Context: an optimization exercise on an open-source flow, tuned for a short achievable clock period and few clock cycles per item. The choices shown serve that exercise and are no tape-out recipe.
Function was checked by simulation only, so behaviour that the tests miss may differ from the original.
Power and IR drop assume default switching activity.

<file path="flow/design.v">
package des_pkg;
    typedef logic [63:0] des_block_t;
    typedef logic [31:0] des_half_t;
    typedef logic [63:0] des_key_t;
    typedef logic [55:0] des_cd_t;
    typedef logic [47:0] des_round_key_t;
    typedef logic [3:0]  des_round_t;
    localparam int NUM_ROUNDS = 16;
    typedef enum logic [1:0] {
        IDLE,
        LOAD,
        ROUND,
        DONE
    } des_state_e;
    typedef enum logic [7:0] {
        KEY_HI    = 8'h00,
        KEY_LO    = 8'h04,
        DATA_HI   = 8'h08,
        DATA_LO   = 8'h0C,
        CTRL      = 8'h10,
        STATUS    = 8'h14,
        RESULT_HI = 8'h18,
        RESULT_LO = 8'h1C
    } apb_reg_e;
    localparam logic [511:0] IP_TBL = {
        8'd58, 8'd50, 8'd42, 8'd34, 8'd26, 8'd18, 8'd10, 8'd2, 8'd60, 8'd52, 8'd44, 8'd36, 8'd28, 8'd20, 8'd12, 8'd4,
        8'd62, 8'd54, 8'd46, 8'd38, 8'd30, 8'd22, 8'd14, 8'd6, 8'd64, 8'd56, 8'd48, 8'd40, 8'd32, 8'd24, 8'd16, 8'd8,
        8'd57, 8'd49, 8'd41, 8'd33, 8'd25, 8'd17, 8'd9, 8'd1, 8'd59, 8'd51, 8'd43, 8'd35, 8'd27, 8'd19, 8'd11, 8'd3,
        8'd61, 8'd53, 8'd45, 8'd37, 8'd29, 8'd21, 8'd13, 8'd5, 8'd63, 8'd55, 8'd47, 8'd39, 8'd31, 8'd23, 8'd15, 8'd7
    };
    localparam logic [511:0] FP_TBL = {
        8'd40, 8'd8, 8'd48, 8'd16, 8'd56, 8'd24, 8'd64, 8'd32, 8'd39, 8'd7, 8'd47, 8'd15, 8'd55, 8'd23, 8'd63, 8'd31,
        8'd38, 8'd6, 8'd46, 8'd14, 8'd54, 8'd22, 8'd62, 8'd30, 8'd37, 8'd5, 8'd45, 8'd13, 8'd53, 8'd21, 8'd61, 8'd29,
        8'd36, 8'd4, 8'd44, 8'd12, 8'd52, 8'd20, 8'd60, 8'd28, 8'd35, 8'd3, 8'd43, 8'd11, 8'd51, 8'd19, 8'd59, 8'd27,
        8'd34, 8'd2, 8'd42, 8'd10, 8'd50, 8'd18, 8'd58, 8'd26, 8'd33, 8'd1, 8'd41, 8'd9, 8'd49, 8'd17, 8'd57, 8'd25
    };
    localparam logic [447:0] PC1_TBL = {
        8'd57, 8'd49, 8'd41, 8'd33, 8'd25, 8'd17, 8'd9, 8'd1, 8'd58, 8'd50, 8'd42, 8'd34, 8'd26, 8'd18, 8'd10, 8'd2,
        8'd59, 8'd51, 8'd43, 8'd35, 8'd27, 8'd19, 8'd11, 8'd3, 8'd60, 8'd52, 8'd44, 8'd36, 8'd63, 8'd55, 8'd47, 8'd39,
        8'd31, 8'd23, 8'd15, 8'd7, 8'd62, 8'd54, 8'd46, 8'd38, 8'd30, 8'd22, 8'd14, 8'd6, 8'd61, 8'd53, 8'd45, 8'd37,
        8'd29, 8'd21, 8'd13, 8'd5, 8'd28, 8'd20, 8'd12, 8'd4
    };
    localparam logic [383:0] PC2_TBL = {
        8'd14, 8'd17, 8'd11, 8'd24, 8'd1, 8'd5, 8'd3, 8'd28, 8'd15, 8'd6, 8'd21, 8'd10, 8'd23, 8'd19, 8'd12, 8'd4,
        8'd26, 8'd8, 8'd16, 8'd7, 8'd27, 8'd20, 8'd13, 8'd2, 8'd41, 8'd52, 8'd31, 8'd37, 8'd47, 8'd55, 8'd30, 8'd40,
        8'd51, 8'd45, 8'd33, 8'd48, 8'd44, 8'd49, 8'd39, 8'd56, 8'd34, 8'd53, 8'd46, 8'd42, 8'd50, 8'd36, 8'd29, 8'd32
    };
    localparam logic [383:0] E_TBL = {
        8'd32, 8'd1, 8'd2, 8'd3, 8'd4, 8'd5, 8'd4, 8'd5, 8'd6, 8'd7, 8'd8, 8'd9, 8'd8, 8'd9, 8'd10, 8'd11,
        8'd12, 8'd13, 8'd12, 8'd13, 8'd14, 8'd15, 8'd16, 8'd17, 8'd16, 8'd17, 8'd18, 8'd19, 8'd20, 8'd21, 8'd20, 8'd21,
        8'd22, 8'd23, 8'd24, 8'd25, 8'd24, 8'd25, 8'd26, 8'd27, 8'd28, 8'd29, 8'd28, 8'd29, 8'd30, 8'd31, 8'd32, 8'd1
    };
    localparam logic [255:0] P_TBL = {
        8'd16, 8'd7, 8'd20, 8'd21, 8'd29, 8'd12, 8'd28, 8'd17, 8'd1, 8'd15, 8'd23, 8'd26, 8'd5, 8'd18, 8'd31, 8'd10,
        8'd2, 8'd8, 8'd24, 8'd14, 8'd32, 8'd27, 8'd3, 8'd9, 8'd19, 8'd13, 8'd30, 8'd6, 8'd22, 8'd11, 8'd4, 8'd25
    };
    localparam logic [127:0] SHIFT_TBL = {
        8'd1, 8'd1, 8'd2, 8'd2, 8'd2, 8'd2, 8'd2, 8'd2, 8'd1, 8'd2, 8'd2, 8'd2, 8'd2, 8'd2, 8'd2, 8'd1
    };
    localparam logic [2047:0] SBOX = {
        4'd14, 4'd4, 4'd13, 4'd1, 4'd2, 4'd15, 4'd11, 4'd8, 4'd3, 4'd10, 4'd6, 4'd12, 4'd5, 4'd9, 4'd0, 4'd7,
        4'd0, 4'd15, 4'd7, 4'd4, 4'd14, 4'd2, 4'd13, 4'd1, 4'd10, 4'd6, 4'd12, 4'd11, 4'd9, 4'd5, 4'd3, 4'd8,
        4'd4, 4'd1, 4'd14, 4'd8, 4'd13, 4'd6, 4'd2, 4'd11, 4'd15, 4'd12, 4'd9, 4'd7, 4'd3, 4'd10, 4'd5, 4'd0,
        4'd15, 4'd12, 4'd8, 4'd2, 4'd4, 4'd9, 4'd1, 4'd7, 4'd5, 4'd11, 4'd3, 4'd14, 4'd10, 4'd0, 4'd6, 4'd13,
        4'd15, 4'd1, 4'd8, 4'd14, 4'd6, 4'd11, 4'd3, 4'd4, 4'd9, 4'd7, 4'd2, 4'd13, 4'd12, 4'd0, 4'd5, 4'd10,
        4'd3, 4'd13, 4'd4, 4'd7, 4'd15, 4'd2, 4'd8, 4'd14, 4'd12, 4'd0, 4'd1, 4'd10, 4'd6, 4'd9, 4'd11, 4'd5,
        4'd0, 4'd14, 4'd7, 4'd11, 4'd10, 4'd4, 4'd13, 4'd1, 4'd5, 4'd8, 4'd12, 4'd6, 4'd9, 4'd3, 4'd2, 4'd15,
        4'd13, 4'd8, 4'd10, 4'd1, 4'd3, 4'd15, 4'd4, 4'd2, 4'd11, 4'd6, 4'd7, 4'd12, 4'd0, 4'd5, 4'd14, 4'd9,
        4'd10, 4'd0, 4'd9, 4'd14, 4'd6, 4'd3, 4'd15, 4'd5, 4'd1, 4'd13, 4'd12, 4'd7, 4'd11, 4'd4, 4'd2, 4'd8,
        4'd13, 4'd7, 4'd0, 4'd9, 4'd3, 4'd4, 4'd6, 4'd10, 4'd2, 4'd8, 4'd5, 4'd14, 4'd12, 4'd11, 4'd15, 4'd1,
        4'd13, 4'd6, 4'd4, 4'd9, 4'd8, 4'd15, 4'd3, 4'd0, 4'd11, 4'd1, 4'd2, 4'd12, 4'd5, 4'd10, 4'd14, 4'd7,
        4'd1, 4'd10, 4'd13, 4'd0, 4'd6, 4'd9, 4'd8, 4'd7, 4'd4, 4'd15, 4'd14, 4'd3, 4'd11, 4'd5, 4'd2, 4'd12,
        4'd7, 4'd13, 4'd14, 4'd3, 4'd0, 4'd6, 4'd9, 4'd10, 4'd1, 4'd2, 4'd8, 4'd5, 4'd11, 4'd12, 4'd4, 4'd15,
        4'd13, 4'd8, 4'd11, 4'd5, 4'd6, 4'd15, 4'd0, 4'd3, 4'd4, 4'd7, 4'd2, 4'd12, 4'd1, 4'd10, 4'd14, 4'd9,
        4'd10, 4'd6, 4'd9, 4'd0, 4'd12, 4'd11, 4'd7, 4'd13, 4'd15, 4'd1, 4'd3, 4'd14, 4'd5, 4'd2, 4'd8, 4'd4,
        4'd3, 4'd15, 4'd0, 4'd6, 4'd10, 4'd1, 4'd13, 4'd8, 4'd9, 4'd4, 4'd5, 4'd11, 4'd12, 4'd7, 4'd2, 4'd14,
        4'd2, 4'd12, 4'd4, 4'd1, 4'd7, 4'd10, 4'd11, 4'd6, 4'd8, 4'd5, 4'd3, 4'd15, 4'd13, 4'd0, 4'd14, 4'd9,
        4'd14, 4'd11, 4'd2, 4'd12, 4'd4, 4'd7, 4'd13, 4'd1, 4'd5, 4'd0, 4'd15, 4'd10, 4'd3, 4'd9, 4'd8, 4'd6,
        4'd4, 4'd2, 4'd1, 4'd11, 4'd10, 4'd13, 4'd7, 4'd8, 4'd15, 4'd9, 4'd12, 4'd5, 4'd6, 4'd3, 4'd0, 4'd14,
        4'd11, 4'd8, 4'd12, 4'd7, 4'd1, 4'd14, 4'd2, 4'd13, 4'd6, 4'd15, 4'd0, 4'd9, 4'd10, 4'd4, 4'd5, 4'd3,
        4'd12, 4'd1, 4'd10, 4'd15, 4'd9, 4'd2, 4'd6, 4'd8, 4'd0, 4'd13, 4'd3, 4'd4, 4'd14, 4'd7, 4'd5, 4'd11,
        4'd10, 4'd15, 4'd4, 4'd2, 4'd7, 4'd12, 4'd9, 4'd5, 4'd6, 4'd1, 4'd13, 4'd14, 4'd0, 4'd11, 4'd3, 4'd8,
        4'd9, 4'd14, 4'd15, 4'd5, 4'd2, 4'd8, 4'd12, 4'd3, 4'd7, 4'd0, 4'd4, 4'd10, 4'd1, 4'd13, 4'd11, 4'd6,
        4'd4, 4'd3, 4'd2, 4'd12, 4'd9, 4'd5, 4'd15, 4'd10, 4'd11, 4'd14, 4'd1, 4'd7, 4'd6, 4'd0, 4'd8, 4'd13,
        4'd4, 4'd11, 4'd2, 4'd14, 4'd15, 4'd0, 4'd8, 4'd13, 4'd3, 4'd12, 4'd9, 4'd7, 4'd5, 4'd10, 4'd6, 4'd1,
        4'd13, 4'd0, 4'd11, 4'd7, 4'd4, 4'd9, 4'd1, 4'd10, 4'd14, 4'd3, 4'd5, 4'd12, 4'd2, 4'd15, 4'd8, 4'd6,
        4'd1, 4'd4, 4'd11, 4'd13, 4'd12, 4'd3, 4'd7, 4'd14, 4'd10, 4'd15, 4'd6, 4'd8, 4'd0, 4'd5, 4'd9, 4'd2,
        4'd6, 4'd11, 4'd13, 4'd8, 4'd1, 4'd4, 4'd10, 4'd7, 4'd9, 4'd5, 4'd0, 4'd15, 4'd14, 4'd2, 4'd3, 4'd12,
        4'd13, 4'd2, 4'd8, 4'd4, 4'd6, 4'd15, 4'd11, 4'd1, 4'd10, 4'd9, 4'd3, 4'd14, 4'd5, 4'd0, 4'd12, 4'd7,
        4'd1, 4'd15, 4'd13, 4'd8, 4'd10, 4'd3, 4'd7, 4'd4, 4'd12, 4'd5, 4'd6, 4'd11, 4'd0, 4'd14, 4'd9, 4'd2,
        4'd7, 4'd11, 4'd4, 4'd1, 4'd9, 4'd12, 4'd14, 4'd2, 4'd0, 4'd6, 4'd10, 4'd13, 4'd15, 4'd3, 4'd5, 4'd8,
        4'd2, 4'd1, 4'd14, 4'd7, 4'd4, 4'd10, 4'd8, 4'd13, 4'd15, 4'd12, 4'd9, 4'd0, 4'd3, 4'd5, 4'd6, 4'd11
    };
    function automatic des_block_t ip_perm(input des_block_t din);
        des_block_t dout;
        for (int i = 0; i < 64; i++)
        begin
            dout[63 - i] = din[64 - IP_TBL[(63 - i) * 8 +: 8]];
        end
        ip_perm = dout;
    endfunction
    function automatic des_block_t fp_perm(input des_block_t din);
        des_block_t dout;
        for (int i = 0; i < 64; i++)
        begin
            dout[63 - i] = din[64 - FP_TBL[(63 - i) * 8 +: 8]];
        end
        fp_perm = dout;
    endfunction
    function automatic des_cd_t pc1_perm(input des_key_t din);
        des_cd_t dout;
        for (int i = 0; i < 56; i++)
        begin
            dout[55 - i] = din[64 - PC1_TBL[(55 - i) * 8 +: 8]];
        end
        pc1_perm = dout;
    endfunction
    function automatic des_round_key_t pc2_perm(input des_cd_t din);
        des_round_key_t dout;
        for (int i = 0; i < 48; i++)
        begin
            dout[47 - i] = din[56 - PC2_TBL[(47 - i) * 8 +: 8]];
        end
        pc2_perm = dout;
    endfunction
    function automatic des_round_key_t expand(input des_half_t din);
        des_round_key_t dout;
        for (int i = 0; i < 48; i++)
        begin
            dout[47 - i] = din[32 - E_TBL[(47 - i) * 8 +: 8]];
        end
        expand = dout;
    endfunction
    function automatic des_half_t p_perm(input des_half_t din);
        des_half_t dout;
        for (int i = 0; i < 32; i++)
        begin
            dout[31 - i] = din[32 - P_TBL[(31 - i) * 8 +: 8]];
        end
        p_perm = dout;
    endfunction
    function automatic logic [3:0] sbox_lookup(input int box, input logic [5:0] six);
        sbox_lookup = SBOX[(511 - (box * 64 + 32'({six[5], six[0], six[4:1]}))) * 4 +: 4];
    endfunction
    function automatic logic [1:0] shift_amount(input des_round_t round);
        shift_amount = SHIFT_TBL[(15 - 32'(round)) * 8 +: 2];
    endfunction
endpackage
`timescale 1ns/1ps
module des_key_sched (
    input  logic                    clk,
    input  logic                    reset,
    input  des_pkg::des_key_t       key,
    input  logic                    load,
    input  logic                    step,
    input  des_pkg::des_round_t     round,
    output des_pkg::des_round_key_t round_key
);
    des_pkg::des_cd_t     cd_q;
    des_pkg::des_cd_t     cd_rot;
    logic [27:0] c_half, d_half;
    assign c_half = cd_q[55:28];
    assign d_half = cd_q[27:0];
    always_comb
    begin
        if (des_pkg::shift_amount(round) == 2'd2)
        begin
            cd_rot = {c_half[25:0], c_half[27:26], d_half[25:0], d_half[27:26]};
        end
        else
        begin
            cd_rot = {c_half[26:0], c_half[27], d_half[26:0], d_half[27]};
        end
    end
    assign round_key = des_pkg::pc2_perm(cd_rot);
    always_ff @(posedge clk)
    begin
        if (reset)
        begin
            cd_q <= '0;
        end
        else if (load)
        begin
            cd_q <= des_pkg::pc1_perm(key);
        end
        else if (step)
        begin
            cd_q <= cd_rot;
        end
    end
endmodule
`timescale 1ns/1ps
module des_round (
    input  des_pkg::des_half_t      right,
    input  des_pkg::des_round_key_t round_key,
    output des_pkg::des_half_t      f_out
);
    des_pkg::des_round_key_t mixed;
    des_pkg::des_half_t      sbox_out;
    assign mixed = des_pkg::expand(right) ^ round_key;
    always_comb
    begin
        for (int b = 0; b < 8; b++)
        begin
            sbox_out[31 - 4 * b -: 4] = des_pkg::sbox_lookup(b, mixed[47 - 6 * b -: 6]);
        end
    end
    assign f_out = des_pkg::p_perm(sbox_out);
endmodule
`timescale 1ns/1ps
module des_state (
    input  logic                clk,
    input  logic                reset,
    input  logic                load,
    input  logic                step,
    input  des_pkg::des_block_t block_in,
    input  des_pkg::des_half_t  f_out,
    output des_pkg::des_half_t  right,
    output des_pkg::des_block_t result
);
    des_pkg::des_half_t  l_q, r_q;
    des_pkg::des_block_t ip_blk;
    assign ip_blk = des_pkg::ip_perm(block_in);
    always_ff @(posedge clk)
    begin
        if (reset)
        begin
            l_q <= '0;
            r_q <= '0;
        end
        else if (load)
        begin
            l_q <= ip_blk[63:32];
            r_q <= ip_blk[31:0];
        end
        else if (step)
        begin
            l_q <= r_q;
            r_q <= l_q ^ f_out;
        end
    end
    assign right = r_q;
    assign result = des_pkg::fp_perm({r_q, l_q});
endmodule
`timescale 1ns/1ps
module des_apb_ctrl #(
    parameter int addr_width = 5
) (
    input  logic                    clk,
    input  logic                    reset,
    input  logic [addr_width-1:0]   paddr,
    input  logic                    psel,
    input  logic                    penable,
    input  logic                    pwrite,
    input  des_pkg::des_half_t      pwdata,
    output des_pkg::des_half_t      prdata,
    output logic                    pready,
    output logic                    pslverr,
    input  des_pkg::des_block_t     result,
    output des_pkg::des_key_t       key,
    output des_pkg::des_block_t     block_in,
    output logic                    load,
    output logic                    step,
    output des_pkg::des_round_t     round
);
    des_pkg::des_state_e state;
    des_pkg::apb_reg_e   offset;
    des_pkg::des_half_t  key_hi, key_lo, data_hi, data_lo, result_hi, result_lo;
    des_pkg::des_half_t  rdata;
    logic       wr_en, rd_en, wr_ok, reg_err, start_wr;
    logic       start_q, busy, done;
    assign offset = des_pkg::apb_reg_e'(8'(paddr));
    assign wr_en  = psel && penable && pwrite;
    assign rd_en  = psel && penable && !pwrite;
    always_comb
    begin
        rdata   = '0;
        reg_err = 1'b0;
        case (offset)
            des_pkg::KEY_HI:    begin rdata = key_hi;    reg_err = pwrite && busy; end
            des_pkg::KEY_LO:    begin rdata = key_lo;    reg_err = pwrite && busy; end
            des_pkg::DATA_HI:   begin rdata = data_hi;   reg_err = pwrite && busy; end
            des_pkg::DATA_LO:   begin rdata = data_lo;   reg_err = pwrite && busy; end
            des_pkg::CTRL:      reg_err = pwrite && busy;
            des_pkg::STATUS:    begin rdata = {30'd0, done, busy}; reg_err = pwrite; end
            des_pkg::RESULT_HI: begin rdata = result_hi; reg_err = pwrite; end
            des_pkg::RESULT_LO: begin rdata = result_lo; reg_err = pwrite; end
            default:   reg_err = 1'b1;
        endcase
    end
    assign prdata   = rd_en ? rdata : '0;
    assign pslverr  = psel && penable && reg_err;
    assign pready   = 1'b1;
    assign wr_ok    = wr_en && !reg_err;
    assign start_wr = wr_ok && (offset == des_pkg::CTRL) && pwdata[0];
    always_ff @(posedge clk)
    begin
        if (wr_ok)
        begin
            case (offset)
                des_pkg::KEY_HI:  key_hi  <= pwdata;
                des_pkg::KEY_LO:  key_lo  <= pwdata;
                des_pkg::DATA_HI: data_hi <= pwdata;
                des_pkg::DATA_LO: data_lo <= pwdata;
                default: ;
            endcase
        end
    end
    assign key      = {key_hi, key_lo};
    assign block_in = {data_hi, data_lo};
    assign load     = (state == des_pkg::LOAD);
    assign step     = (state == des_pkg::ROUND);
    always_ff @(posedge clk)
    begin
        if (reset)
        begin
            state   <= des_pkg::IDLE;
            round   <= '0;
            start_q <= 1'b0;
            busy    <= 1'b0;
            done    <= 1'b0;
        end
        else
        begin
            if (start_wr)
            begin
                start_q <= 1'b1;
                busy    <= 1'b1;
                done    <= 1'b0;
            end
            case (state)
                des_pkg::IDLE, des_pkg::DONE:
                begin
                    if (start_q)
                    begin
                        state   <= des_pkg::LOAD;
                        start_q <= 1'b0;
                    end
                end
                des_pkg::LOAD:
                begin
                    state <= des_pkg::ROUND;
                    round <= '0;
                end
                des_pkg::ROUND:
                begin
                    round <= round + 1'b1;
                    if (round == des_pkg::des_round_t'(des_pkg::NUM_ROUNDS - 1))
                    begin
                        state <= des_pkg::DONE;
                        busy  <= 1'b0;
                        done  <= 1'b1;
                    end
                end
                default: state <= des_pkg::IDLE;
            endcase
        end
    end
    always_ff @(posedge clk)
    begin
        if (reset)
        begin
            result_hi <= '0;
            result_lo <= '0;
        end
        else if (state == des_pkg::DONE)
        begin
            result_hi <= result[63:32];
            result_lo <= result[31:0];
        end
    end
endmodule
`timescale 1ns/1ps
module des_top #(
    parameter int addr_width = 5
) (
    input  logic                    clk,
    input  logic                    reset,
    input  logic [addr_width-1:0]   paddr,
    input  logic                    psel,
    input  logic                    penable,
    input  logic                    pwrite,
    input  des_pkg::des_half_t      pwdata,
    output des_pkg::des_half_t      prdata,
    output logic                    pready,
    output logic                    pslverr
);
    des_pkg::des_key_t       key;
    des_pkg::des_block_t     block_in;
    des_pkg::des_block_t     result;
    des_pkg::des_round_t     round;
    des_pkg::des_round_key_t round_key;
    des_pkg::des_half_t      right;
    des_pkg::des_half_t      f_out;
    logic           load;
    logic           step;
    des_apb_ctrl #(
        .addr_width (addr_width)
    ) u_ctrl (
        .clk      (clk),
        .reset    (reset),
        .paddr    (paddr),
        .psel     (psel),
        .penable  (penable),
        .pwrite   (pwrite),
        .pwdata   (pwdata),
        .prdata   (prdata),
        .pready   (pready),
        .pslverr  (pslverr),
        .result   (result),
        .key      (key),
        .block_in (block_in),
        .load     (load),
        .step     (step),
        .round    (round)
    );
    des_key_sched u_key_sched (
        .clk       (clk),
        .reset     (reset),
        .key       (key),
        .load      (load),
        .step      (step),
        .round     (round),
        .round_key (round_key)
    );
    des_round u_round (
        .right     (right),
        .round_key (round_key),
        .f_out     (f_out)
    );
    des_state u_state (
        .clk      (clk),
        .reset    (reset),
        .load     (load),
        .step     (step),
        .block_in (block_in),
        .f_out    (f_out),
        .right    (right),
        .result   (result)
    );
endmodule
</file>
<file path="flow/run.sh">
#!/bin/bash
# synth_recipe.tcl (not shown) runs the flow's synth.tcl, then flattens the netlist and writes it again
# the make line also repeats each setting of config.mk as NAME=value (left out here)
make -C /OpenROAD-flow-scripts/flow DESIGN_CONFIG=/design/flow/config.mk WORK_HOME=/design/flow/orfs CLKGATE_MAP_FILE= SYNTH_SCRIPT=/design/flow/synth_recipe.tcl finish
</file>
<file path="flow/config.mk">
export PLATFORM = sky130hd
export DESIGN_NAME = des_top
export DESIGN_NICKNAME = des_top
export VERILOG_FILES = /design/flow/design.v
export SDC_FILE = /design/flow/constraint.sdc
export NUM_CORES = 4
export LEC_CHECK = 0
export CAP_MARGIN = 20
export CORE_MARGIN = 2
export CORE_UTILIZATION = 40
export SLEW_MARGIN = 20
</file>
<file path="flow/constraint.sdc">
create_clock -name core_clock -period 6.0 [get_ports {clk}]
set_input_delay 1.2000 -clock core_clock [delete_from_list [all_inputs] [get_ports {clk}]]
set_output_delay 1.2000 -clock core_clock [all_outputs]
set_load 0.01 [all_outputs]
</file>
==> results.json, run 1 <==
{
  "status": "complete, no violations",
  "area_growth_pct": 12.3,
  "cp_max_fo": 22,
  "die_y_microns": 225,
  "slowest_stage": "a211o_1",
  "critPathTopFamily": "buffers and inverters",
  "crit_chain": "clkdlybuf4s50_1 -> nor2b_1 -> a211o_1 -> buf_4 -> a31oi_1 -> clkdlybuf4s50_1",
  "worst-endpoint-arrival_ns": 4.20,
  "post-synth-top-area-cell": "dfxtp_1",
  "cp-end-kind": "output pin",
  "die_w_microns": 225,
  "cts-hold-fix-buffers": 0,
  "ys_ff_latch": 321,
  "ys_seq_area_share_pct": 39.3,
  "critPathMostFrequentCell": "clkdlybuf4s50_1",
  "hold_path_class": "reg2reg",
  "viasPerCell": 6.00,
  "max_stage_delay_ns": 0.73,
  "start_kind": "primary input",
  "reg2reg_depth": 16,
  "final_core_util_pct": 45.3,
  "clk_pin_slew_worst_paths_ns": 0.06,
  "skew_ns": 0.0256,
  "synthArstFlopShare_pct": 0,
  "grt_pass1_wl_mm": 94.9,
  "min_to": "u_ctrl.result_hi[12]$_SDFFE_PP0N_",
  "dp_cells": 2675,
  "fillers": 4617,
  "syn_area_sq_um": 19600,
  "clock.fmax_ghz": 0.185,
  "antenna_found_initial": 1,
  "synthCells": 2096,
  "rows": 81,
  "worst_pin_slew_ns": 1.11,
  "grt_overflow": 0,
  "finalSetupViolCount": 0,
  "finalNetCount": 2195,
  "cts_max_level": 2,
  "rr_endpoint": "u_state.r_q[15]$_SDFFE_PP0N_",
  "ys_dominant_reg_cell": "dfxtp_1",
  "cts_setup_buffers": 0,
  "grt_pass1_vias": 15400,
  "fin_tns_setup_ns": 0,
  "max_cap_violations": 0,
  "cts.path.max_buffers": 3,
  "hold_viol_final": 0,
  "grt_max_degree": 84,
  "wirelength_mm": 62.2,
  "period_share_pct": 90.0,
  "peakVddDrop_uv": 232,
  "path_class": "in2out",
  "holdPathStages": 2,
  "first_iter_violations": 1699,
  "power.leakage_nw": 7.89,
  "clk_latency_ns": 0.54,
  "gp_congestion": 0.881,
  "hold_slack_ns": 0.504,
  "rrSetupSlack_ns": 1.08,
  "final_cell_count_no_fill": 2737,
  "wire_per_inst_microns": 22.7,
  "cts_root_buffer": "clkbuf_16",
  "rsz0062_at_grt": "false",
  "yosysTopAreaCellShare_pct": 19.7,
  "drc": 0,
  "firstDrtPassIters": 6,
  "drive_gt1_share_pct": 10.1,
  "synth_area_leaders": "dfxtp_1 20%, edfxtp_1 20%, mux2i_1 10%",
  "min_from": "u_ctrl.result_hi[12]$_SDFFE_PP0N_",
  "via_count": 16400,
  "slew_viol_final": 0,
  "cts_resized": 0,
  "ant_nets": 0,
  "yosys_warnings": 4,
  "floorplan.die_area_sq_um": 50800,
  "min_period_ns": 5.40,
  "crit_required_ns": 4.80,
  "track_usage_pct": 24.2,
  "critical_path_buf_inv_count": 3,
  "reg2reg_from": "u_ctrl.round[0]$_SDFFE_PP0N_",
  "cts_buffers": 35,
  "hpwlAfterDp_mm": 42.8,
  "clkSinkCount": 321,
  "syn_nets": 2201,
  "syn_area_per_cell_sq_um": 9.36,
  "slew_headroom_pct": 26.0,
  "start_util_pct": 40.3,
  "antennaDiodeCount": 0,
  "core_area_sq_um": 48600,
  "power_density_nw_per_um2": 511,
  "synth_edf_count": 128,
  "synth.distinct_cells": 80,
  "numPortBuffers": 74,
  "cts_tree": "done",
  "num_io_pins": 76
}
## worst reg2reg max path, stage by stage, from the launching register on
cell,delay [ns]
dfxtp_1,0.33
inv_1,0.09
ha_1,0.19
nor2b_4,0.05
o31ai_4,0.48
buf_4,0.58
mux2i_1,0.28
xnor2_2,0.55
inv_1,0.33
ha_1,0.30
nor2_1,0.27
nand2_1,0.13
o211ai_1,0.16
a311oi_1,0.15
a311oi_1,0.59
xor2_1,0.19
o22ai_1,0.09
## registers in the layout (all words and copies together) (netlist names)
register and count:
u_key_sched.cd_q 56, u_ctrl.data_hi 32, u_ctrl.data_lo 32, u_ctrl.key_hi 32, u_ctrl.key_lo 32, u_ctrl.result_hi 32
u_ctrl.result_lo 32, u_state.l_q 32, u_state.r_q 32, u_ctrl.round 4, u_ctrl.state 2, u_ctrl.busy 1
u_ctrl.done 1, u_ctrl.start_q 1
## cells in the mapped netlist, types with 10 or more instances
cell type,count
nor3_1,37
inv_1,27
nand3_1,37
xor2_2,12
buf_1,28
a211oi_1,16
mux2i_4,10
mux2_2,16
a22oi_1,109
o221ai_1,13
mux2i_2,12
a31oi_1,42
clkbuf_1,97
inv_2,10
xor2_1,28
o21ai_0,35
dfxtp_1,193
edfxtp_1,128
mux2i_1,205
xnor2_1,53
o31ai_1,10
o22ai_1,22
nand2_1,78
a21oi_1,198
ha_1,63
buf_2,25
and3_1,13
xnor2_2,30
nor2_1,376
o211ai_1,20
## layer usage
| metal | vias up | part of all wire [%] | wire length (microns) | global-route usage (%) |
|---|---|---|---|---|
| li1 | 7639 | - | - | - |
| met2 | 644 | 45 | 27900 | 37.9 |
| met3 | 82 | 7.3 | 4570 | 3.69 |
| met1 | 8061 | 46 | 28500 | 35.0 |
| met4 | 2 | 2.0 | 1220 | 5.90 |
| met5 | - | 0.021 | 13 | 0 |
## through the flow
stage	setup slack (ns)	total power, W	instance area [sq um]
floorplan	0.289	0.00748	19600
global placement	0.684	0.00894	20900
detailed placement	0.682	0.00906	20900
CTS	0.666	0.0112	22000
global route	0.526	0.0120	22000
finish	0.602	0.0113	22000
## kinds of logic after synthesis
| kind of cell | count (synthesis) | share of synthesized area (%) |
|---|---|---|
| AOI/OAI and AO/OA | 557 | 18.5 |
| muxes | 247 | 13.7 |
| other | 1 | 0.0191 |
| and+or+nand+nor | 580 | 12.4 |
| xor gates and xnor gates | 128 | 7.80 |
| adders and majority gates | 63 | 4.02 |
| DFF | 321 | 39.3 |
| buffers and inverters | 199 | 4.27 |
## worst max-delay path by stage
stage | start | end | slack [ns] | depth (start not counted)
2_1_floorplan | paddr[4] | u_ctrl.key_hi[0]$_DFFE_PP_ | 0.29 | 5
3_3_place_gp | paddr[3] | prdata[20] | 0.68 | 6
3_5_place_dp | paddr[3] | prdata[20] | 0.68 | 6
4_1_cts | paddr[3] | prdata[20] | 0.67 | 6
5_1_grt | paddr[3] | prdata[20] | 0.53 | 6
6_report | paddr[3] | prdata[20] | 0.60 | 6
## power breakdown
part | switching [W] | total (W) | internal (W)
logic | 0.00385 | 0.00626 | 0.00241
clock network | 0.000901 | 0.00214 | 0.00124
registers | 0.000393 | 0.00287 | 0.00247
## layout by cell type, fill, tap and decap left out, types with 52 or more instances in the layout
master	n
a22oi_1	109
dfxtp_1	193
xnor2_1	52
edfxtp_1	128
clkdlybuf4s50_1	73
a21oi_1	198
ha_1	60
nand2_1	78
nor2_1	372
mux2i_1	205
## cell type report
| class | instances | area (sq um) | area share [%] |
|---|---|---|---|
| Clock buffer | 45 | 976 | 4.43 |
| Clock inverter | 17 | 139 | 0.630 |
| Inverter | 38 | 143 | 0.647 |
| Multi-Input combinational cell | 1576 | 11200 | 50.8 |
| Sequential cell | 321 | 7710 | 35.0 |
| Tap cell | 622 | 778 | 3.53 |
| Timing Repair Buffer | 118 | 1100 | 4.98 |
Testbench counts, summed over its fixed seeds: cycles 8,004, items 256.
==> inputs of run 2 (changes only) <==
--- a/flow/design.v
+++ b/flow/design.v
@@ -145,106 +145,195 @@
     function automatic logic [1:0] shift_amount(input des_round_t round);
         shift_amount = SHIFT_TBL[(15 - 32'(round)) * 8 +: 2];
     endfunction
+    function automatic des_cd_t round_key_cd(input des_cd_t cd, input int n);
+        logic [27:0] c, d;
+        c = cd[55:28];
+        d = cd[27:0];
+        for (int i = 0; i < n; i++)
+        begin
+            c = {c[26:0], c[27]};
+            d = {d[26:0], d[27]};
+        end
+        round_key_cd = {c, d};
+    endfunction
+    function automatic des_round_key_t round_key(input des_cd_t cd, input int n);
+        logic [27:0] c, d;
+        c = cd[55:28];
+        d = cd[27:0];
+        for (int i = 0; i < n; i++)
+        begin
+            c = {c[26:0], c[27]};
+            d = {d[26:0], d[27]};
+        end
+        round_key = pc2_perm({c, d});
+    endfunction
 endpackage
 `timescale 1ns/1ps
-module des_key_sched (
-    input  logic                    clk,
-    input  logic                    reset,
-    input  des_pkg::des_key_t       key,
-    input  logic                    load,
-    input  logic                    step,
-    input  des_pkg::des_round_t     round,
-    output des_pkg::des_round_key_t round_key
+`timescale 1ns/1ps
+module des_round (
+    input  des_pkg::des_round_key_t x,
+    output des_pkg::des_half_t      f
 );
-    des_pkg::des_cd_t     cd_q;
-    des_pkg::des_cd_t     cd_rot;
-    logic [27:0] c_half, d_half;
-    assign c_half = cd_q[55:28];
-    assign d_half = cd_q[27:0];
+    des_pkg::des_half_t s;
+    logic [63:0] d0;
     always_comb
     begin
-        if (des_pkg::shift_amount(round) == 2'd2)
+        for (int v = 0; v < 64; v++)
         begin
-            cd_rot = {c_half[25:0], c_half[27:26], d_half[25:0], d_half[27:26]};
+            d0[v] = (x[47:42] == 6'(v));
         end
-        else
+    end
+    assign s[31] = |(d0 & 64'h869d497a86e67619);
+    assign s[30] = |(d0 & 64'hb0c7871b497826bd);
+    assign s[29] = |(d0 & 64'h27e9d492609f1f29);
+    assign s[28] = |(d0 & 64'h917be9066f81b478);
+    logic [63:0] d1;
+    always_comb
+    begin
+        for (int v = 0; v < 64; v++)
         begin
-            cd_rot = {c_half[26:0], c_half[27], d_half[26:0], d_half[27]};
+            d1[v] = (x[41:36] == 6'(v));
         end
     end
-    assign round_key = des_pkg::pc2_perm(cd_rot);
-    always_ff @(posedge clk)
+    assign s[27] = |(d1 & 64'he196196e69c3a659);
+    assign s[26] = |(d1 & 64'h68f93c169346c3e9);
+    assign s[25] = |(d1 & 64'h746a8b7462949fc3);
+    assign s[24] = |(d1 & 64'hcd235ad2b865168f);
+    logic [63:0] d2;
+    always_comb
     begin
-        if (reset)
+        for (int v = 0; v < 64; v++)
         begin
-            cd_q <= '0;
+            d2[v] = (x[35:30] == 6'(v));
         end
-        else if (load)
+    end
+    assign s[23] = |(d2 & 64'h96692d696b9c90d3);
+    assign s[22] = |(d2 & 64'hd96a863526f4794a);
+    assign s[21] = |(d2 & 64'h76b9960c39c2b749);
+    assign s[20] = |(d2 & 64'h4b8d9c63a965569a);
+    logic [63:0] d3;
+    always_comb
+    begin
+        for (int v = 0; v < 64; v++)
         begin
-            cd_q <= des_pkg::pc1_perm(key);
+            d3[v] = (x[29:24] == 6'(v));
         end
-        else if (step)
+    end
+    assign s[19] = |(d3 & 64'h92c3e719ed90583e);
+    assign s[18] = |(d3 & 64'hcb69718c74ca0e97);
+    assign s[17] = |(d3 & 64'hacd1168f692cce71);
+    assign s[16] = |(d3 & 64'h09b77c1ac34998e7);
+    logic [63:0] d4;
+    always_comb
+    begin
+        for (int v = 0; v < 64; v++)
         begin
-            cd_q <= cd_rot;
+            d4[v] = (x[23:18] == 6'(v));
         end
     end
-endmodule
-`timescale 1ns/1ps
-module des_round (
-    input  des_pkg::des_half_t      right,
-    input  des_pkg::des_round_key_t round_key,
-    output des_pkg::des_half_t      f_out
-);
-    des_pkg::des_round_key_t mixed;
-    des_pkg::des_half_t      sbox_out;
-    assign mixed = des_pkg::expand(right) ^ round_key;
+    assign s[15] = |(d4 & 64'h429dcd6a79e1348e);
+    assign s[14] = |(d4 & 64'h695b9ca191666b96);
+    assign s[13] = |(d4 & 64'hc70b39c692f05d2b);
+    assign s[12] = |(d4 & 64'ha4cd96d24b76b948);
+    logic [63:0] d5;
+    always_comb
+    begin
+        for (int v = 0; v < 64; v++)
+        begin
+            d5[v] = (x[17:12] == 6'(v));
+        end
+    end
+    assign s[11] = |(d5 & 64'hb44ab695c9a4695b);
+    assign s[10] = |(d5 & 64'hc69938d615e69a69);
+    assign s[9] = |(d5 & 64'h52cbe13c6d9216da);
+    assign s[8] = |(d5 & 64'h95a36a597c3ca34c);
+    logic [63:0] d6;
     always_comb
     begin
-        for (int b = 0; b < 8; b++)
+        for (int v = 0; v < 64; v++)
         begin
-            sbox_out[31 - 4 * b -: 4] = des_pkg::sbox_lookup(b, mixed[47 - 6 * b -: 6]);
+            d6[v] = (x[11:6] == 6'(v));
         end
     end
-    assign f_out = des_pkg::p_perm(sbox_out);
+    assign s[7] = |(d6 & 64'h92c761f82c96d966);
+    assign s[6] = |(d6 & 64'h869cd96699e643c3);
+    assign s[5] = |(d6 & 64'h6a95f41a9e4b81f4);
+    assign s[4] = |(d6 & 64'h348e9679497969a6);
+    logic [63:0] d7;
+    always_comb
+    begin
+        for (int v = 0; v < 64; v++)
+        begin
+            d7[v] = (x[5:0] == 6'(v));
+        end
+    end
+    assign s[3] = |(d7 & 64'hc17abd2438c716b9);
+    assign s[2] = |(d7 & 64'h394e96b1596aa569);
+    assign s[1] = |(d7 & 64'ha71658a7c8f13f0c);
+    assign s[0] = |(d7 & 64'h9f6281cd619c7c2b);
+    assign f = des_pkg::p_perm(s);
 endmodule
 `timescale 1ns/1ps
 module des_state (
     input  logic                clk,
-    input  logic                reset,
-    input  logic                load,
-    input  logic                step,
-    input  des_pkg::des_block_t block_in,
-    input  des_pkg::des_half_t  f_out,
-    output des_pkg::des_half_t  right,
-    output des_pkg::des_block_t result
+    input  des_pkg::des_key_t   key_q,
+    input  des_pkg::des_block_t data_q,
+    input  des_pkg::des_half_t  pwdata,
+    input  logic                load_a,
+    input  logic                load_b,
+    output des_pkg::des_block_t fc
 );
-    des_pkg::des_half_t  l_q, r_q;
-    des_pkg::des_block_t ip_blk;
-    assign ip_blk = des_pkg::ip_perm(block_in);
-    always_ff @(posedge clk)
+    des_pkg::des_half_t      l_q, r_q, f, r_nx;
+    des_pkg::des_round_key_t x_q, x_nx, x_ld;
+    des_pkg::des_cd_t        cd_q, cd_nx, cd_ld;
+    des_pkg::des_round_t     rnd_q;
+    des_pkg::des_block_t     ip_ld;
+    logic [27:0]             c_n, d_n;
+    des_round u_round (.x(x_q), .f(f));
+    assign r_nx = l_q ^ f;
+    always_comb
     begin
-        if (reset)
+        if (des_pkg::shift_amount(rnd_q + 4'd1) == 2'd2)
         begin
-            l_q <= '0;
-            r_q <= '0;
+            c_n = {cd_q[53:28], cd_q[55:54]};
+            d_n = {cd_q[25:0], cd_q[27:26]};
         end
-        else if (load)
+        else
         begin
-            l_q <= ip_blk[63:32];
-            r_q <= ip_blk[31:0];
+            c_n = {cd_q[54:28], cd_q[55]};
+            d_n = {cd_q[26:0], cd_q[27]};
         end
-        else if (step)
+    end
+    assign cd_nx = {c_n, d_n};
+    assign x_nx  = (des_pkg::expand(l_q) ^ des_pkg::pc2_perm(cd_nx)) ^ des_pkg::expand(f);
+    assign ip_ld = des_pkg::ip_perm(load_a ? {data_q[63:32], pwdata} : data_q);
+    assign cd_ld = des_pkg::round_key_cd(des_pkg::pc1_perm(key_q), 1);
+    assign x_ld  = des_pkg::expand(ip_ld[31:0]) ^ des_pkg::pc2_perm(cd_ld);
+    always_ff @(posedge clk)
+    begin
+        if (load_a || load_b)
         begin
-            l_q <= r_q;
-            r_q <= l_q ^ f_out;
+            l_q   <= ip_ld[63:32];
+            r_q   <= ip_ld[31:0];
+            x_q   <= x_ld;
+            cd_q  <= cd_ld;
+            rnd_q <= 4'd0;
+        end
+        else if (rnd_q != 4'd15)
+        begin
+            l_q   <= r_q;
+            r_q   <= r_nx;
+            x_q   <= x_nx;
+            cd_q  <= cd_nx;
+            rnd_q <= rnd_q + 4'd1;
         end
     end
-    assign right = r_q;
-    assign result = des_pkg::fp_perm({r_q, l_q});
+    assign fc = des_pkg::fp_perm({r_nx, r_q});
 endmodule
 `timescale 1ns/1ps
 module des_apb_ctrl #(
-    parameter int addr_width = 5
+    parameter int addr_width = 5,
+    parameter int LATENCY    = 15
 ) (
     input  logic                    clk,
     input  logic                    reset,
@@ -256,117 +345,125 @@
     output des_pkg::des_half_t      prdata,
     output logic                    pready,
     output logic                    pslverr,
-    input  des_pkg::des_block_t     result,
-    output des_pkg::des_key_t       key,
-    output des_pkg::des_block_t     block_in,
-    output logic                    load,
-    output logic                    step,
-    output des_pkg::des_round_t     round
+    input  des_pkg::des_block_t     fc,
+    output des_pkg::des_key_t       key_q,
+    output des_pkg::des_block_t     data_q,
+    output logic                    load_a,
+    output logic                    load_b
 );
-    des_pkg::des_state_e state;
-    des_pkg::apb_reg_e   offset;
+    localparam int CW = 5;
+    localparam logic [CW-1:0] LAST = CW'(LATENCY);
     des_pkg::des_half_t  key_hi, key_lo, data_hi, data_lo, result_hi, result_lo;
     des_pkg::des_half_t  rdata;
-    logic       wr_en, rd_en, wr_ok, reg_err, start_wr;
-    logic       start_q, busy, done;
-    assign offset = des_pkg::apb_reg_e'(8'(paddr));
-    assign wr_en  = psel && penable && pwrite;
-    assign rd_en  = psel && penable && !pwrite;
-    always_comb
-    begin
-        rdata   = '0;
-        reg_err = 1'b0;
-        case (offset)
-            des_pkg::KEY_HI:    begin rdata = key_hi;    reg_err = pwrite && busy; end
-            des_pkg::KEY_LO:    begin rdata = key_lo;    reg_err = pwrite && busy; end
-            des_pkg::DATA_HI:   begin rdata = data_hi;   reg_err = pwrite && busy; end
-            des_pkg::DATA_LO:   begin rdata = data_lo;   reg_err = pwrite && busy; end
-            des_pkg::CTRL:      reg_err = pwrite && busy;
-            des_pkg::STATUS:    begin rdata = {30'd0, done, busy}; reg_err = pwrite; end
-            des_pkg::RESULT_HI: begin rdata = result_hi; reg_err = pwrite; end
-            des_pkg::RESULT_LO: begin rdata = result_lo; reg_err = pwrite; end
-            default:   reg_err = 1'b1;
-        endcase
-    end
-    assign prdata   = rd_en ? rdata : '0;
-    assign pslverr  = psel && penable && reg_err;
-    assign pready   = 1'b1;
-    assign wr_ok    = wr_en && !reg_err;
-    assign start_wr = wr_ok && (offset == des_pkg::CTRL) && pwdata[0];
+    logic [CW-1:0] cnt_q, cnt_dec, rem_q;
+    logic       busy_q, done_q, pend_q, start_q, defer_q, block_q, we_any;
+    logic       busy_nx, done_nx, fin;
+    logic       setup;
+    logic       a_key_hi, a_key_lo, a_data_hi, a_data_lo, a_ctrl, a_status, a_res_hi, a_res_lo;
+    logic       we_key_hi, we_key_lo, we_data_hi, we_data_lo, start_nx;
+    logic       reg_err, ready_nx;
+    assign setup  = psel && !penable;
+    assign a_key_hi  = (paddr == 5'h00);
+    assign a_key_lo  = (paddr == 5'h04);
+    assign a_data_hi = (paddr == 5'h08);
+    assign a_data_lo = (paddr == 5'h0C);
+    assign a_ctrl    = (paddr == 5'h10);
+    assign a_status  = (paddr == 5'h14);
+    assign a_res_hi  = (paddr == 5'h18);
+    assign a_res_lo  = (paddr == 5'h1C);
+    assign fin     = (rem_q <= CW'(2));
+    assign busy_nx = start_q || (busy_q && !fin);
+    assign done_nx = !start_q && (done_q || (busy_q && fin));
+    assign we_key_hi  = setup && pwrite && a_key_hi  && !busy_nx;
+    assign we_key_lo  = setup && pwrite && a_key_lo  && !busy_nx;
+    assign we_data_hi = setup && pwrite && a_data_hi && !busy_nx;
+    assign we_data_lo = setup && pwrite && a_data_lo && !busy_nx;
+    assign start_nx   = setup && pwrite && a_ctrl && pwdata[0] && !busy_nx;
+    assign we_any = we_key_hi || we_key_lo || we_data_hi || we_data_lo;
+    assign load_a = we_data_lo && !block_q;
+    assign load_b = defer_q && !block_q && !load_a;
+    assign key_q  = {key_hi, key_lo};
+    assign data_q = {data_hi, data_lo};
     always_ff @(posedge clk)
     begin
-        if (wr_ok)
-        begin
-            case (offset)
-                des_pkg::KEY_HI:  key_hi  <= pwdata;
-                des_pkg::KEY_LO:  key_lo  <= pwdata;
-                des_pkg::DATA_HI: data_hi <= pwdata;
-                des_pkg::DATA_LO: data_lo <= pwdata;
-                default: ;
-            endcase
-        end
+        if (we_key_hi)  key_hi  <= pwdata;
+        if (we_key_lo)  key_lo  <= pwdata;
+        if (we_data_hi) data_hi <= pwdata;
+        if (we_data_lo) data_lo <= pwdata;
     end
-    assign key      = {key_hi, key_lo};
-    assign block_in = {data_hi, data_lo};
-    assign load     = (state == des_pkg::LOAD);
-    assign step     = (state == des_pkg::ROUND);
+    assign cnt_dec = (cnt_q == '0) ? '0 : cnt_q - 1'b1;
     always_ff @(posedge clk)
     begin
         if (reset)
         begin
-            state   <= des_pkg::IDLE;
-            round   <= '0;
+            cnt_q   <= LAST + 1'b1;
+            rem_q   <= '0;
+            busy_q  <= 1'b0;
+            done_q  <= 1'b0;
+            pend_q  <= 1'b0;
             start_q <= 1'b0;
-            busy    <= 1'b0;
-            done    <= 1'b0;
+            defer_q <= 1'b1;
+            block_q <= 1'b0;
         end
         else
         begin
-            if (start_wr)
+            defer_q <= (we_any && !load_a) || (defer_q && !load_a && !load_b);
+            cnt_q   <= load_a ? LAST :
+                       we_any ? LAST + 1'b1 :
+                       load_b ? LAST :
+                       defer_q ? LAST + 1'b1 : cnt_dec;
+            start_q <= start_nx;
+            busy_q  <= busy_nx;
+            done_q  <= done_nx;
+            block_q <= start_q ? (cnt_dec != '0) : (pend_q && rem_q > CW'(1));
+            if (start_q)
             begin
-                start_q <= 1'b1;
-                busy    <= 1'b1;
-                done    <= 1'b0;
+                rem_q  <= cnt_dec;
+                pend_q <= 1'b1;
             end
-            case (state)
-                des_pkg::IDLE, des_pkg::DONE:
-                begin
-                    if (start_q)
-                    begin
-                        state   <= des_pkg::LOAD;
-                        start_q <= 1'b0;
-                    end
-                end
-                des_pkg::LOAD:
+            else
+            begin
+                if (rem_q != '0)
                 begin
-                    state <= des_pkg::ROUND;
-                    round <= '0;
+                    rem_q <= rem_q - 1'b1;
                 end
-                des_pkg::ROUND:
+                if (pend_q && rem_q == '0)
                 begin
-                    round <= round + 1'b1;
-                    if (round == des_pkg::des_round_t'(des_pkg::NUM_ROUNDS - 1))
-                    begin
-                        state <= des_pkg::DONE;
-                        busy  <= 1'b0;
-                        done  <= 1'b1;
-                    end
+                    pend_q <= 1'b0;
                 end
-                default: state <= des_pkg::IDLE;
-            endcase
+            end
         end
     end
     always_ff @(posedge clk)
     begin
+        if (pend_q && rem_q == '0)
+        begin
+            result_hi <= fc[63:32];
+            result_lo <= fc[31:0];
+        end
+    end
+    assign reg_err = a_status || a_res_hi || a_res_lo ? pwrite :
+                     a_key_hi || a_key_lo || a_data_hi || a_data_lo || a_ctrl ? (pwrite && busy_nx) :
+                     1'b1;
+    assign rdata = ({32{a_key_hi}}  & key_hi)  | ({32{a_key_lo}}  & key_lo)  |
+                   ({32{a_data_hi}} & data_hi) | ({32{a_data_lo}} & data_lo) |
+                   ({32{a_status}}  & {30'd0, done_nx, busy_nx}) |
+                   ({32{a_res_hi && !pend_q}} & result_hi) | ({32{a_res_lo && !pend_q}} & result_lo) |
+                   ({32{a_res_hi && pend_q}} & fc[63:32])  | ({32{a_res_lo && pend_q}} & fc[31:0]);
+    assign ready_nx = !(psel && !pwrite && a_status && busy_nx && (setup || !pready));
+    always_ff @(posedge clk)
+    begin
         if (reset)
         begin
-            result_hi <= '0;
-            result_lo <= '0;
+            pready  <= 1'b1;
+            pslverr <= 1'b0;
+            prdata  <= '0;
         end
-        else if (state == des_pkg::DONE)
+        else
         begin
-            result_hi <= result[63:32];
-            result_lo <= result[31:0];
+            pready  <= ready_nx;
+            pslverr <= reg_err;
+            prdata  <= rdata;
         end
     end
 endmodule
@@ -385,17 +482,13 @@
     output logic                    pready,
     output logic                    pslverr
 );
-    des_pkg::des_key_t       key;
-    des_pkg::des_block_t     block_in;
-    des_pkg::des_block_t     result;
-    des_pkg::des_round_t     round;
-    des_pkg::des_round_key_t round_key;
-    des_pkg::des_half_t      right;
-    des_pkg::des_half_t      f_out;
-    logic           load;
-    logic           step;
+    des_pkg::des_key_t   key_q;
+    des_pkg::des_block_t data_q;
+    des_pkg::des_block_t fc;
+    logic                load_a, load_b;
     des_apb_ctrl #(
-        .addr_width (addr_width)
+        .addr_width (addr_width),
+        .LATENCY    (15)
     ) u_ctrl (
         .clk      (clk),
         .reset    (reset),
@@ -407,35 +500,19 @@
         .prdata   (prdata),
         .pready   (pready),
         .pslverr  (pslverr),
-        .result   (result),
-        .key      (key),
-        .block_in (block_in),
-        .load     (load),
-        .step     (step),
-        .round    (round)
-    );
-    des_key_sched u_key_sched (
-        .clk       (clk),
-        .reset     (reset),
-        .key       (key),
-        .load      (load),
-        .step      (step),
-        .round     (round),
-        .round_key (round_key)
-    );
-    des_round u_round (
-        .right     (right),
-        .round_key (round_key),
-        .f_out     (f_out)
+        .fc       (fc),
+        .key_q    (key_q),
+        .data_q   (data_q),
+        .load_a   (load_a),
+        .load_b   (load_b)
     );
     des_state u_state (
-        .clk      (clk),
-        .reset    (reset),
-        .load     (load),
-        .step     (step),
-        .block_in (block_in),
-        .f_out    (f_out),
-        .right    (right),
-        .result   (result)
+        .clk     (clk),
+        .key_q   (key_q),
+        .data_q  (data_q),
+        .pwdata  (pwdata),
+        .load_a  (load_a),
+        .load_b  (load_b),
+        .fc      (fc)
     );
 endmodule
--- a/flow/config.mk
+++ b/flow/config.mk
@@ -8,4 +8,5 @@
 export CAP_MARGIN = 20
 export CORE_MARGIN = 2
 export CORE_UTILIZATION = 40
+export SETUP_SLACK_MARGIN = 3.7
 export SLEW_MARGIN = 20
==> results.json, run 2 <==
{
  "slew_headroom_pct": 29.0,
  "cts_root_buffer": "clkbuf_16",
  "hold_viol_final": 0,
  "post-synth-top-area-cell": "edfxtp_1",
  "max_cap_violations": 0,
  "reg2reg_from": "u_state.x_q[23]$_DFFE_PP_",
  "min_from": "u_state.r_q[7]$_DFFE_PP_",
  "power_density_nw_per_um2": 520,
  "critical_path_buf_inv_count": 3,
  "peakVddDrop_uv": 344,
  "ant_nets": 0,
  "critPathMostFrequentCell": "buf_6",
  "drive_gt1_share_pct": 41.7,
  "finalSetupViolCount": 0,
  "cts-hold-fix-buffers": 0,
  "area_growth_pct": 50.8,
  "skew_ns": 0.0331,
  "fillers": 4139,
  "grt_pass1_wl_mm": 141,
  "syn_area_sq_um": 23600,
  "first_iter_violations": 3248,
  "syn_nets": 2224,
  "start_kind": "register",
  "synth_most_common_cell": "edfxtp_1",
  "path_class": "reg2reg",
  "rows": 89,
  "fin_tns_setup_ns": 0,
  "grt_pass1_vias": 21100,
  "cts.path.max_buffers": 3,
  "cts_buffers": 42,
  "rrSetupSlack_ns": 3.10,
  "regMostFlops": "u_state.cd_q",
  "synth.distinct_cells": 98,
  "min_period_ns": 2.90,
  "worst_pin_slew_ns": 1.06,
  "slowest_stage": "edfxtp_1",
  "worst-endpoint-arrival_ns": 3.35,
  "track_usage_pct": 31.4,
  "die_y_microns": 247,
  "grt_overflow": 0,
  "status": "complete, no violations",
  "reg2reg_depth": 10,
  "clk_latency_ns": 0.58,
  "total_power_w": 0.0185,
  "core_area_sq_um": 58700,
  "max_stage_delay_ns": 0.55,
  "via_count": 22800,
  "wirelength_mm": 107,
  "synthArstFlopShare_pct": 0,
  "final_common_cell": "edfxtp_1",
  "cp-end-kind": "register",
  "power.leakage_nw": 13.6,
  "final_cell_mix": "360 x edfxtp_1, 221 x buf_4, 204 x nand2_1, 110 x buf_6, 86 x xor2_1",
  "period_share_pct": 48.4,
  "clk_pin_slew_worst_paths_ns": 0.08,
  "clkSinkCount": 414,
  "wire_per_inst_microns": 31.1,
  "synth_area_leaders": "edfxtp_1 46%, nand2_1 4.8%, dfxtp_1 4.6%",
  "rr_endpoint": "u_ctrl.prdata[30]$_SDFF_PP0_",
  "floorplan.die_area_sq_um": 61000,
  "crit_chain": "buf_6 -> nand2b_4 -> buf_6 -> o22ai_4 -> o311ai_2 -> nand4b_1 -> xor2_2 -> buf_4 -> a22oi_2 -> a21oi_2",
  "antenna_found_initial": 2,
  "firstDrtPassIters": 8,
  "cts_tree": "done",
  "ys_seq_area_share_pct": 50.4,
  "finalNetCount": 2687,
  "holdPathStages": 0,
  "synth_edf_count": 360,
  "critPathTopFamily": "compound AO/OA/AOI/OAI gates",
  "start_util_pct": 40.2,
  "hpwlAfterDp_mm": 46.3,
  "ys_dominant_reg_cell": "edfxtp_1",
  "hold_path_class": "reg2reg",
  "slew_viol_final": 0,
  "synthTopCellsByCount": "360 x edfxtp_1, 304 x nand2_1, 160 x o21ai_0",
  "reg_top3": "u_state.cd_q x56, u_state.x_q x48",
  "cp_max_fo": 4,
  "dp_cells": 2871,
  "clock.fmax_ghz": 0.344,
  "min_to": "u_ctrl.result_lo[1]$_DFFE_PP_",
  "die_w_microns": 247,
  "final_core_util_pct": 60.6,
  "final_cell_count_no_fill": 3445,
  "drc": 0,
  "gp_congestion": 0.852,
  "yosysTopAreaCellShare_pct": 45.8,
  "num_io_pins": 76,
  "ys_ff_latch": 414,
  "syn_area_per_cell_sq_um": 10.9,
  "yosys_warnings": 3,
  "crit_required_ns": 6.45,
  "synthCells": 2175,
  "viasPerCell": 6.62,
  "numPortBuffers": 75,
  "largest_register_ffs": 56,
  "rsz0062_at_grt": "true",
  "grt_max_degree": 65,
  "cts_max_level": 2
}
run 2: cell types whose count changed in the layout (fill, tap and decap cells not counted), moves of 109 or more:
cell / previous run / this run
nor2_1: 372 / 64
buf_4: 42 / 221
edfxtp_1: 128 / 360
buf_6: 1 / 110
a21oi_1: 198 / 48
mux2i_1: 205 / 66
nand2_1: 78 / 204
dfxtp_1: 193 / 51
run 2: worst max-delay path by stage:
stage | start | end | slack [ns] | cells after the start
finish | u_state.x_q[23]$_DFFE_PP_ | u_ctrl.prdata[30]$_SDFF_PP0_ | 3.10 | 10
global route | penable | u_state.x_q[46]$_DFFE_PP_ | 3.10 | 14
CTS | penable | u_state.x_q[19]$_DFFE_PP_ | 3.27 | 11
detailed placement | pwrite | u_state.cd_q[23]$_DFFE_PP_ | 1.66 | 8
global placement | pwrite | u_state.x_q[26]$_DFFE_PP_ | 1.70 | 8
floorplan | paddr[1] | u_state.cd_q[0]$_DFFE_PP_ | 2.37 | 4
run 2: what timing repair did:
item,4_1_cts,5_1_grt
gates cloned,71,16
setup endpoints to repair,572,571
buffers inserted,325,84
pin swaps,132,164
gates resized for setup,608,487
run 2: cells by family after synthesis:
| logic type | after synthesis | synth area share (%) |
|---|---|---|
| and+or+nand+nor | 636 | 13.4 |
| AOI/OAI and AO/OA | 576 | 16.5 |
| DFF | 414 | 50.4 |
| buffers and inverters | 223 | 4.46 |
| xor gates and xnor gates | 168 | 6.63 |
| muxes | 150 | 8.22 |
| adders and majority gates | 8 | 0.413 |
run 2: area by class of cell:
type	count	area, sq um	share of cell area, %
multi-input combinational	1560	13800	38.7
antenna	1	2.50	0.00703
clock buffer	50	1110	3.13
sequential	414	11900	33.4
tap	773	967	2.72
clock inverter	27	280	0.787
inverter	42	163	0.457
timing repair buffer	578	7390	20.8
run 2: metal layers:
metal | GRT usage, % | part of all wire (%) | up-vias
li1 | - | - | 9162
met1 | 40.5 | 33 | 11100
met2 | 48.4 | 43 | 1917
met3 | 8.20 | 15 | 583
met4 | 15.9 | 8.3 | 2
met5 | 1.31 | 0.053 | -
run 2: through the flow:
stage	instance area (sq um)	hold slack (ns)	setup WS, ns
2_1_floorplan	23700	0.450	2.37
3_3_place_gp	24800	0.459	1.70
3_5_place_dp	24800	0.470	1.66
4_1_cts	33000	0.485	3.27
5_1_grt	35600	0.500	3.10
6_report	35600	0.488	3.10
run 2: where the power goes:
part / total [W] / internal [W] / switching, W / leakage [nW]
Combinational: 0.0113 / 0.00523 / 0.00609 / 8.96
Clock: 0.00279 / 0.00158 / 0.00121 / 0.687
Sequential: 0.00441 / 0.00386 / 0.000546 / 3.99
Testbench counts of run 2, summed over its fixed seeds: cycles 5,956, items 256.
==> inputs of run 3 (changes only) <==
--- a/flow/design.v
+++ b/flow/design.v
@@ -357,6 +357,8 @@
     des_pkg::des_half_t  rdata;
     logic [CW-1:0] cnt_q, cnt_dec, rem_q;
     logic       busy_q, done_q, pend_q, start_q, defer_q, block_q, we_any;
+    logic       wok_q, laok_q, block_nx, busy_nx2;
+    logic [CW-1:0] rem_nx;
     logic       busy_nx, done_nx, fin;
     logic       setup;
     logic       a_key_hi, a_key_lo, a_data_hi, a_data_lo, a_ctrl, a_status, a_res_hi, a_res_lo;
@@ -374,13 +376,13 @@
     assign fin     = (rem_q <= CW'(2));
     assign busy_nx = start_q || (busy_q && !fin);
     assign done_nx = !start_q && (done_q || (busy_q && fin));
-    assign we_key_hi  = setup && pwrite && a_key_hi  && !busy_nx;
-    assign we_key_lo  = setup && pwrite && a_key_lo  && !busy_nx;
-    assign we_data_hi = setup && pwrite && a_data_hi && !busy_nx;
-    assign we_data_lo = setup && pwrite && a_data_lo && !busy_nx;
-    assign start_nx   = setup && pwrite && a_ctrl && pwdata[0] && !busy_nx;
+    assign we_key_hi  = setup && pwrite && a_key_hi  && wok_q;
+    assign we_key_lo  = setup && pwrite && a_key_lo  && wok_q;
+    assign we_data_hi = setup && pwrite && a_data_hi && wok_q;
+    assign we_data_lo = setup && pwrite && a_data_lo && wok_q;
+    assign start_nx   = setup && pwrite && a_ctrl && pwdata[0] && wok_q;
     assign we_any = we_key_hi || we_key_lo || we_data_hi || we_data_lo;
-    assign load_a = we_data_lo && !block_q;
+    assign load_a = setup && pwrite && a_data_lo && laok_q;
     assign load_b = defer_q && !block_q && !load_a;
     assign key_q  = {key_hi, key_lo};
     assign data_q = {data_hi, data_lo};
@@ -392,6 +394,9 @@
         if (we_data_lo) data_lo <= pwdata;
     end
     assign cnt_dec = (cnt_q == '0) ? '0 : cnt_q - 1'b1;
+    assign rem_nx   = start_q ? cnt_dec : ((rem_q == '0) ? '0 : rem_q - 1'b1);
+    assign block_nx = start_q ? (cnt_dec != '0) : (pend_q && rem_q > CW'(1));
+    assign busy_nx2 = busy_nx && !(rem_nx <= CW'(2));
     always_ff @(posedge clk)
     begin
         if (reset)
@@ -404,6 +409,8 @@
             start_q <= 1'b0;
             defer_q <= 1'b1;
             block_q <= 1'b0;
+            wok_q   <= 1'b1;
+            laok_q  <= 1'b1;
         end
         else
         begin
@@ -415,7 +422,9 @@
             start_q <= start_nx;
             busy_q  <= busy_nx;
             done_q  <= done_nx;
-            block_q <= start_q ? (cnt_dec != '0) : (pend_q && rem_q > CW'(1));
+            block_q <= block_nx;
+            wok_q   <= !busy_nx2;
+            laok_q  <= !busy_nx2 && !block_nx;
             if (start_q)
             begin
                 rem_q  <= cnt_dec;
==> results.json, run 3 <==
{
  "status": "complete, no violations",
  "clkSinkCount": 416,
  "post_dp_cell_area_sq_um": 24600,
  "critical_path_buf_inv_count": 1,
  "min_from": "u_state.r_q[26]$_DFFE_PP_",
  "ant_nets": 0,
  "rsz0062_at_grt": "true",
  "num_io_pins": 76,
  "floorplan.die_area_sq_um": 60300,
  "finalNetCount": 2596,
  "synth_area_leaders": "edfxtp_1 46%, dfxtp_1 4.8%, nand2_1 4.8%",
  "synth_most_common_cell": "edfxtp_1",
  "clock.fmax_ghz": 0.361,
  "gp_congestion": 0.830,
  "max_cap_violations": 0,
  "syn_area_sq_um": 23300,
  "cts_tree": "done",
  "fin_area_sq_um": 33000,
  "drive_gt1_share_pct": 36.0,
  "grt_pass1_vias": 20600,
  "rrSetupSlack_ns": 3.23,
  "rows": 88,
  "reg_top3": "u_state.cd_q x56, u_state.x_q x48",
  "numPortBuffers": 75,
  "drc": 0,
  "cp-end-kind": "register",
  "syn_nets": 2240,
  "syn_area_per_cell_sq_um": 10.7,
  "min_period_ns": 2.77,
  "reg2reg_depth": 8,
  "critPathTopFamily": "compound AO/OA/AOI/OAI gates",
  "power.leakage_nw": 12.1,
  "hold_path_class": "reg2reg",
  "viasPerCell": 6.46,
  "via_count": 21600,
  "ys_ff_latch": 416,
  "synth.distinct_cells": 94,
  "regMostFlops": "u_state.cd_q",
  "track_usage_pct": 29.3,
  "rr_endpoint": "u_state.x_q[41]$_DFFE_PP_",
  "grt_pass1_wl_mm": 132,
  "path_class": "reg2reg",
  "skew_ns": 0.0210,
  "worst-endpoint-arrival_ns": 3.09,
  "core_area_sq_um": 57700,
  "die_y_microns": 246,
  "synthArstFlopShare_pct": 0,
  "largest_register_ffs": 56,
  "total_power_w": 0.0187,
  "slew_viol_final": 0,
  "reg2reg_from": "u_state.x_q[17]$_DFFE_PP_",
  "fin_tns_setup_ns": 0,
  "fillers": 4570,
  "synthCells": 2191,
  "clk_latency_ns": 0.59,
  "clk_pin_slew_worst_paths_ns": 0.07,
  "peakVddDrop_uv": 256,
  "antennaDiodeCount": 0,
  "antenna_found_initial": 0,
  "grt_max_degree": 65,
  "min_to": "u_ctrl.result_hi[15]$_DFFE_PP_",
  "worst_pin_slew_ns": 0.821,
  "ys_seq_area_share_pct": 51.1,
  "multi_input_area_sq_um": 13100,
  "area_growth_pct": 41.3,
  "cp_max_fo": 5,
  "post-synth-top-area-cell": "edfxtp_1",
  "start_kind": "register",
  "power_density_nw_per_um2": 566,
  "period_share_pct": 46.1,
  "slew_headroom_pct": 45.3,
  "ys_dominant_reg_cell": "edfxtp_1",
  "hold_viol_final": 0,
  "wire_per_inst_microns": 28.2,
  "grt_overflow": 0,
  "start_util_pct": 40.4,
  "hpwlAfterDp_mm": 46.5,
  "crit_chain": "buf_6 -> xor2_4 -> a211o_1 -> a32o_2 -> a211oi_4 -> xnor2_4 -> xor2_1 -> o221ai_1",
  "final_common_cell": "edfxtp_1",
  "cts_max_level": 2,
  "wirelength_mm": 94.4,
  "yosysTopAreaCellShare_pct": 46.3,
  "yosys_warnings": 3,
  "die_w_microns": 246,
  "synth_edf_count": 360,
  "cts.path.max_buffers": 3,
  "firstDrtPassIters": 6,
  "synthTopCellsByCount": "360 x edfxtp_1, 296 x nand2_1, 170 x o21ai_0",
  "max_stage_delay_ns": 0.52,
  "final_cell_mix": "360 x edfxtp_1, 279 x nand2_1, 216 x buf_4, 111 x buf_6, 88 x o21ai_0",
  "finalSetupViolCount": 0,
  "first_iter_violations": 2898,
  "seq_area_sq_um": 11900,
  "cts_root_buffer": "clkbuf_16",
  "final_core_util_pct": 57.1,
  "crit_required_ns": 6.33,
  "slowest_stage": "a211oi_4",
  "cts_buffers": 47,
  "holdPathStages": 0
}
run 3: cell count changes after synthesis, moves of 19 or more:
cell,previous run,this run
xor2_1,107,84
clkbuf_1,58,113
a21oi_1,69,88
buf_2,88,58
mux2i_1,102,82
run 3: cell families after synthesis:
group	Yosys count	share of synthesized area [%]
compound gates	628	18.3
xor+xnor	128	4.96
fa+ha+maj	10	0.504
buf+inv	225	4.04
flops	416	51.1
mux	120	6.90
simple gates	664	14.1
run 3: worst register-to-register path, stage by stage (launching register included):
cell	delay (ns)
edfxtp_1	0.51
buf_6	0.19
xor2_4	0.18
a211o_1	0.28
a32o_2	0.26
a211oi_4	0.52
xnor2_4	0.21
xor2_1	0.22
o221ai_1	0.13
run 3: report_power, final:
group / total (W) / internal [W] / leakage, nW / switching, W
Sequential: 0.00437 / 0.00387 / 4.00 / 0.000501
Combinational: 0.0113 / 0.00536 / 7.39 / 0.00598
Clock: 0.00295 / 0.00170 / 0.753 / 0.00125
Total: 0.0187 / 0.0109 / 12.1 / 0.00773
run 3: final cells by class:
class | count | area share [%]
Sequential cell | 416 | 36.2
Clock inverter | 26 | 0.710
Tap cell | 765 | 2.90
Timing Repair Buffer | 484 | 16.0
Clock buffer | 60 | 3.94
Multi-Input combinational cell | 1558 | 39.7
Inverter | 40 | 0.471
run 3: per-layer routing:
| layer | track usage [%] | share of wire, % | wire length [microns] |
|---|---|---|---|
| met1 | 37.9 | 36 | 34300 |
| met2 | 46.5 | 46 | 43800 |
| met3 | 5.51 | 11 | 10700 |
| met4 | 15.5 | 5.9 | 5550 |
| met5 | 0 | 0 | 0 |
run 3: how the worst max path moves through the flow:
stage	slack, ns	from	endpoint	cells after the start
final	3.23	u_state.x_q[17]$_DFFE_PP_	u_state.x_q[41]$_DFFE_PP_	8
after CTS	3.30	u_state.x_q[43]$_DFFE_PP_	u_state.x_q[2]$_DFFE_PP_	8
after global routing	3.22	u_state.x_q[17]$_DFFE_PP_	u_state.x_q[41]$_DFFE_PP_	8
after global placement	1.63	paddr[0]	u_state.l_q[7]$_DFFE_PP_	5
after detailed placement	1.56	paddr[0]	u_state.r_q[16]$_DFFE_PP_	5
after floorplan	2.41	paddr[0]	u_state.cd_q[0]$_DFFE_PP_	5
run 3: metrics by stage:
step,setup slack [ns],hold WS (ns),instances
after global placement,1.63,0.457,2872
after detailed placement,1.56,0.463,2873
final,3.23,0.484,3349
after floorplan,2.41,0.429,2191
after CTS,3.30,0.480,3261
after global routing,3.22,0.492,3349
run 3: what timing repair did:
item,in CTS,in global routing
buffers inserted,272,84
gates cloned,30,4
hold buffers,0,0
endpoints found under the setup margin,572,380
resized for setup,618,285
pin swaps,147,136
Testbench counts of run 3, summed over its fixed seeds: cycles 5,956, items 256.

-- re-timing with driven ports --
No port has a modelled driver above. Below, the same layouts with a new extraction and two added sets of constraints. Step 1, drivers: a clkbuf_16 drives clk and a buf_2 each remaining input, both assumed. Step 2 also shifts input and output timing later by t, the mid clock arrival at the registers, as if the neighbouring blocks saw the same clock. a / b / c = ideal ports / drivers / drivers and shift; a / b = the first two.
run | shift t [ns] | slack for setup (ns) | worst setup path at the end
run 1 | 0.579 | 0.602 / 0.576 / 0.576 | input to output
run 2 | 0.617 | 3.097 / 3.097 / 2.586 | input to register
run 3 | 0.646 | 3.233 / 3.233 / 2.910 | input to register
After both steps every run listed still meets setup and hold. For run 2, which loses most, drivers alone change the setup slack by 0.000 ns; drivers and shift together by -0.511 ns.
